Source: an optimization exercise on an open RTL-to-GDS flow (aim: small area, a short achievable clock period and few clock cycles per item). Production flows keep margins and buffers that such runs may drop.
Function was checked by simulation only, so behaviour that the tests miss may differ from the original.
Power and IR drop assume default switching activity.

## flow/design.v (module list and top-level ports; edited modules follow where they fit)
// module fir_sym_mc: 15055 lines
module fir_sym_mc #(
   parameter int WL     = 14,
   parameter int CW     = 14,
   parameter int TAPS   = 37,
   parameter int NCH    = 2,
   parameter int OUT_WL = 20,
   parameter int SHIFT  = 13,
   localparam int F     = (TAPS + 1) / 2,
   localparam int CHW   = (NCH > 1) ? $clog2(NCH) : 1,
   localparam int AW    = (F > 1) ? $clog2(F) : 1
) (
   input  logic                     clk,
   input  logic                     rst,
   input  logic                     in_valid,
   output logic                     in_ready,
   input  logic [CHW-1:0]           in_ch,
   input  logic signed [WL-1:0]     in_data,
   output logic                     out_valid,
   input  logic                     out_ready,
   output logic [CHW-1:0]           out_ch,
   output logic signed [OUT_WL-1:0] out_data,
   output logic                     out_sat,
   input  logic                     coef_we,
   input  logic [AW-1:0]            coef_addr,
   input  logic signed [CW-1:0]     coef_wdata
);
  // ...
==> flow/run.sh <==
#!/bin/bash
# synth_recipe.tcl (not shown) runs the flow's synth.tcl, then flattens the netlist and writes it again
# the make line also repeats each setting of config.mk as NAME=value (left out here)
make -C /OpenROAD-flow-scripts/flow DESIGN_CONFIG=/design/flow/config.mk WORK_HOME=/design/flow/orfs CLKGATE_MAP_FILE= SYNTH_SCRIPT=/design/flow/synth_recipe.tcl finish
==> flow/config.mk <==
export PLATFORM = sky130hd
export DESIGN_NAME = fir_sym_mc
export DESIGN_NICKNAME = fir_sym_mc
export VERILOG_FILES = /design/flow/design.v
export SDC_FILE = /design/flow/constraint.sdc
export NUM_CORES = 4
export LEC_CHECK = 0
export CAP_MARGIN = 20
export CORE_MARGIN = 2
export CORE_UTILIZATION = 40
export SLEW_MARGIN = 20
==> flow/constraint.sdc <==
create_clock -name core_clock -period 12.0 [get_ports {clk}]
set_input_delay 2.4000 -clock core_clock [delete_from_list [all_inputs] [get_ports {clk}]]
set_output_delay 2.4000 -clock core_clock [all_outputs]
set_load 0.01 [all_outputs]
==> reports/qor.yml, run 1 <==
final_net_count: 16690
regToRegStartpoint: "s0_ch"
dp_cells: 19600
layout.clock.cell_area_share_pct: 5.275
worst_hold_path.endpoint: "m4979"
fmax_mhz: 198.3
postSynthRegisterBits: 2517
critPathLaunch: "s0_ch"
worstSetupEndpointType: "register"
cp_cell_sequence: "buf_4, and2_0, a22o_1, ha_1, a211oi_1, o21ai_0, nand4_1, a31oi_1, a21o_1, a21oi_1, xnor2_1"
post-route-cell-area_um2: 189900
multiInputGateArea_um2: 97040
fill_cells: 40480
net_switching_power_mw: 24.33
run_status: "timing/DRC/antenna clean"
use_met3_pct: 9.858
numPortBuffers: 62
detailed_place.area_um2: 179600
worst_setup_path_start_kind: "register"
critical_path_depth_in_cells: 11
die_height_um: 664.0
drt_pass1_iterations: 7
n_multi_input_combinational_cell: 9050
data_required_time_at_the_worst_endpoint_ns: 12.76
post-synth-top-area-fraction_pct: 26.53
netlist_area_um2: 174200
reg_top3: "ln0 (504), ln1 (504), bq (110)"
power.share.sequential_pct: 25.1
detailed_route_via_count: 121200
grt_util_all_layers_pct: 34.19
viasPerCell: 5.997
nNonClkInverters: 2092
num_antenna_cells: 65
netlist.top_cell.by_area: "edfxtp_1"
vias_in_the_first_global_route: 116800
routed-wl-met2_mm: 315.0
report.power.total_mw: 52.36
clock_network_power_mw: 9.42
design.portCount: 63
hold_path_class: "register to register"
Testbench counts, summed over its fixed seeds: cycles 2,088, items 2,048.
==> inputs of run 2 (changes only) <==
==> flow/flow/run.sh (new file) <==
#!/bin/bash
# The standard layout (the standard.sh: standard synthesis, then ORFS floorplan to
# finish), with the setup repair asked to aim below the clock period: repair_timing only
# works on paths with less slack than SETUP_SLACK_MARGIN, and with the default margin it
# stops once the 12 ns constraint is met. The SDC and every other setting are unchanged.
set -euo pipefail
bash standard.sh SETUP_SLACK_MARGIN=8.0 finish > standard_flow.log 2>&1
==> flow/standard.sh (new file) <==
#!/bin/bash
# synth_recipe.tcl (not shown) runs the flow's synth.tcl, then flattens the netlist and writes it again
# the make line also repeats each setting of config.mk as NAME=value (left out here)
make -C /OpenROAD-flow-scripts/flow DESIGN_CONFIG=/design/flow/config.mk WORK_HOME=/design/flow/orfs CLKGATE_MAP_FILE= SYNTH_SCRIPT=/design/flow/synth_recipe.tcl "${@:-finish}"
--- a/flow/config.mk
+++ b/flow/config.mk
@@ -7,5 +7,5 @@
 export LEC_CHECK = 0
 export CAP_MARGIN = 20
 export CORE_MARGIN = 2
-export CORE_UTILIZATION = 40
+export CORE_UTILIZATION = 55
 export SLEW_MARGIN = 20
removed: flow/run.sh
==> run 2 against run 1 <==
- register-to-register slack gained 0.89 ns
- synthesized cell count unchanged
- die area down 27%
- combinational power grew 11%
- maximum frequency grew 21%
- cell count down 3.6%
- count of clock-buffer cells in the layout shrank 4
- total power increased by 5.1%
- critical path depth shrank 3
- global-route usage increased by 13 points
- routed wire length decreased by 0.39%
- area after synthesis unchanged
- critical endpoint is now m4013
- largest power group unchanged
==> reports/qor.yml, run 2 <==
fill_cells: 24750  # -39%
min_period_ns: 4.157
num_rows: 206
ir_worst_vdd_uv: 757.7
post_cts_hold_buffer_count: 0
ys.flop_type: "edfxtp_1"
timing.critical_path.slowest_cell_delay_ns: 1.00
slew_violations: 0
mostFrequentLayoutCell: "fa_1"
stdcell_count: 19470
grt_util_all_layers_pct: 46.79  # +13 points
leading_cell_types_in_the_layout_fill_and_taps_excluded: "fa_1, inv_1, a22oi_1"
clock_sinks: 2517
cts_htree_levels: 5
tritoncts: "done"
postRouteWirelength_mm: 764.4
synthCells: 14670
netlist.top_cell.by_area: "edfxtp_1"
vias_in_the_first_global_route: 122800  # +5.2%
synth-async-reset-ratio_pct: 0
cp_common_cell: "fa_1"
viasPerCell: 6.608  # +10%
data_required_time_at_the_worst_endpoint_ns: 12.81  # +0.05 ns
worstSetupEndpointType: "register"
reg_top3: "ln0 (504), ln1 (504), bq (110)"
max-cap-violations: 0
ys_types: 73
worst_setup_path_start_kind: "register"
final_net_count: 17480  # +4.7%
route.detailed.wl_per_inst_um: 39.26
power-per-cell-area_nw_per_um2: 282.0
grt_overflow: 0
grt_start_max_net_pins: 152
initial_antenna_violation_count: 76
post_synthesis_to_final_layout_area_growth_pct: 12.03
synth_sequential_area_ratio_pct: 37.77
drive_gt1_share_pct: 11.98
finalHoldViolCount: 0
run_status: "timing/DRC/antenna clean"
crit_fanout: 14
critical_path_depth_in_cells: 8  # -3
tns_ns: 0
rr_worst_depth: 8
drt_pass1_iterations: 10  # +3
cp_cell_sequence: "a22oi_1, xnor2_1, fa_1, inv_1, fa_1, inv_1, fa_1, fa_1"
clock-skew-final_ns: 0.05546
tightest_slew_ns: 1.248
dp_cells: 17970  # -8.3%
cp_data_arrival_time_ns: 4.97
syn_area_per_cell_um2: 11.88
synth_enable_flop_cells: 1539
finalCritPeriodShare_pct: 34.64
numPortBuffers: 62  # unchanged
setup.worst_path.class: "register to register"
core_area_um2: 315000
fmax_mhz: 240.5  # +21%
die_area_um2: 321300
timing.critical_path.slowest_stage_cell: "fa_1"
setup_repair_after_global_routing_missed_its_margin: "yes"
hold_path_class: "register to register"
clock_path_buffers: 4
detail_route.iter0.violations: 22780
crit_family: "adder cells"
worst_max_slew_margin_expressed_relative_to_the_limit_pct: 16.18
globalplace.congestion: 1.144
clk_latency_ns: 0.98
grt_first_pass_wirelength_mm: 1026
remaining_drc_errors: 0
netlist_area_um2: 174200  # unchanged
ys_top_cells_by_count: "fa_1, inv_1, a22oi_1, edfxtp_1, xor2_1"
numCtsBuffers: 283
leak_nw: 76.30
die_width_um: 566.8
detailed_route_via_count: 128700  # +6.2%
cts_root_buf: "clkbuf_16"
clk_pin_slew_ns: 0.06
critPathBufInv: 2
yosys.cell_count.top_type: "fa_1"
ant_nets: 0
initial_core_utilization_pct: 55.31
postSynthRegisterBits: 2517  # unchanged
die_height_um: 566.8  # -15%
synth.top_cells.by_area: "edfxtp_1, fa_1, dfxtp_1, a22oi_1, xor2_1"
design.portCount: 63  # unchanged
detailed_place_hpwl_mm: 597.1
worst_hold_path_depth: 0
ys.warnings.count: 4
post-synth-top-area-fraction_pct: 26.53  # unchanged
finalSetupViolCount: 0
==> run 2: changes by cell type in the layout (fill, tap and decap cells not counted), moves of 17 or more <==
cell             change
dfxtp_2            +177
diode_2             +63
buf_12              +87
and2_1              -17
dfxtp_1            -178
buf_4              +699
nor2b_2             +20
nor2b_1             -22
clkdlybuf4s50_1     -24
==> run 2: stage by stage <==
step	util, %	hold WS, ns	instance area (um2)	power [mW]	setup slack (ns)
final	61.97	0.3288	195200	55.04	7.843
after global routing	61.93	0.3295	195000	57.10	7.924
after CTS	60.19	0.3281	189600	53.12	7.963
after detailed placement	56.25	0.3147	177200	43.95	7.182
after global placement	56.25	0.3123	177200	43.44	7.122
after floorplan	-	0.3096	174300	28.38	8.111
==> run 2: path summary, 6_finish.rpt <==
| kind | from | endpoint | slack (ns) |
|---|---|---|---|
| setup / recovery | pk8[12] | m4013 | 7.84 |
| hold / removal | m3668 | m4980 | 0.33 |
| setup reg to reg | pk8[12] | m4013 | 7.84 |
| hold reg to reg | m3668 | m4980 | 0.33 |
==> run 2: per-layer routing <==
layer  global-route usage [%]  vias to the layer above  wire length [um]
met5                   0.5652                        -               182
li1                         -                    50190                 -
met2                    63.41                    11120            305900
met4                    28.68                       28             61360
met3                    20.08                     2302            120100
met1                    61.64                    65040            276900
==> run 2: final cells by class <==
cell class / instances / area [um2] / share of cell area (%)
flip-flops and latches: 2517 / 66030 / 33.83
inverters: 2092 / 7886 / 4.041
clock buffers: 383 / 7879 / 4.037
well taps: 4160 / 5205 / 2.667
multi-input cells: 9051 / 97430 / 49.92
diodes: 128 / 320.3 / 0.1641
repair inverters: 1 / 5.005 / 0.002564
clock inverters: 138 / 1587 / 0.8129
repair buffers: 1002 / 8831 / 4.525
==> run 2: worst reg2reg max path: stages (launching register included) <==
cell and delay, ns:
dfxtp_1 0.84, a22oi_1 0.19, xnor2_1 0.19, fa_1 0.55, inv_1 0.05, fa_1 0.57, inv_1 0.09, fa_1 1.00
fa_1 0.55
==> run 2: cells by family (layout without fill, tap and decap cells) <==
logic type | count (synthesis) | in the layout | synth area share, %
mux | 140 | 140 | 0.9882
flops | 2517 | 2517 | 37.77
other cells | 1 | 133 | 0.002153
buf+inv | 3102 | 3616 | 6.691
simple gates | 901 | 901 | 2.402
xor+xnor | 2339 | 2339 | 11.76
fa+ha+maj | 2488 | 2488 | 27.00
compound gates | 3177 | 3178 | 13.39
==> run 2: repair_timing <==
item | in CTS | in global routing
pin swaps | 0 | 1
gates resized for setup | 198 | 206
endpoints found under the setup margin | 173 | 488
cloned | 0 | 2
setup buffers | 313 | 540
==> run 2: power by group <==
group	leakage [nW]	internal (mW)	switching [mW]	total (mW)
clock network	4.61	5.08	3.90	8.98
logic	48.9	11.9	21.2	33.1
registers	22.8	11.9	1.02	12.9
total	76.3	28.9	26.1	55.0

re-timing with driven ports:
No port has a modelled driver above. Below, the same layouts with a new extraction and two added sets of constraints. Step 1 assumes that a clkbuf_16 drives the clock port and a buf_2 every other input. Step 2 times the ports against the registers' clock, not the clock port: input delays grow and output delays shrink by t, the midpoint of the rising clock arrivals with the driver on. Three values: ideal ports, drivers, drivers and shift; two values: the first two.
run	t (ns)	slack for setup (ns)	worst hold slack (ns)
run 1	1.099	6.957 / 6.957 / 6.957	0.318 / 0.318 / 0.318
run 2	1.063	7.843 / 7.843 / 7.301	0.329 / 0.329 / 0.329
After both steps every run listed still meets setup and hold. For run 2, which loses most, drivers alone change the setup slack by 0.000 ns; drivers and shift together by -0.542 ns.
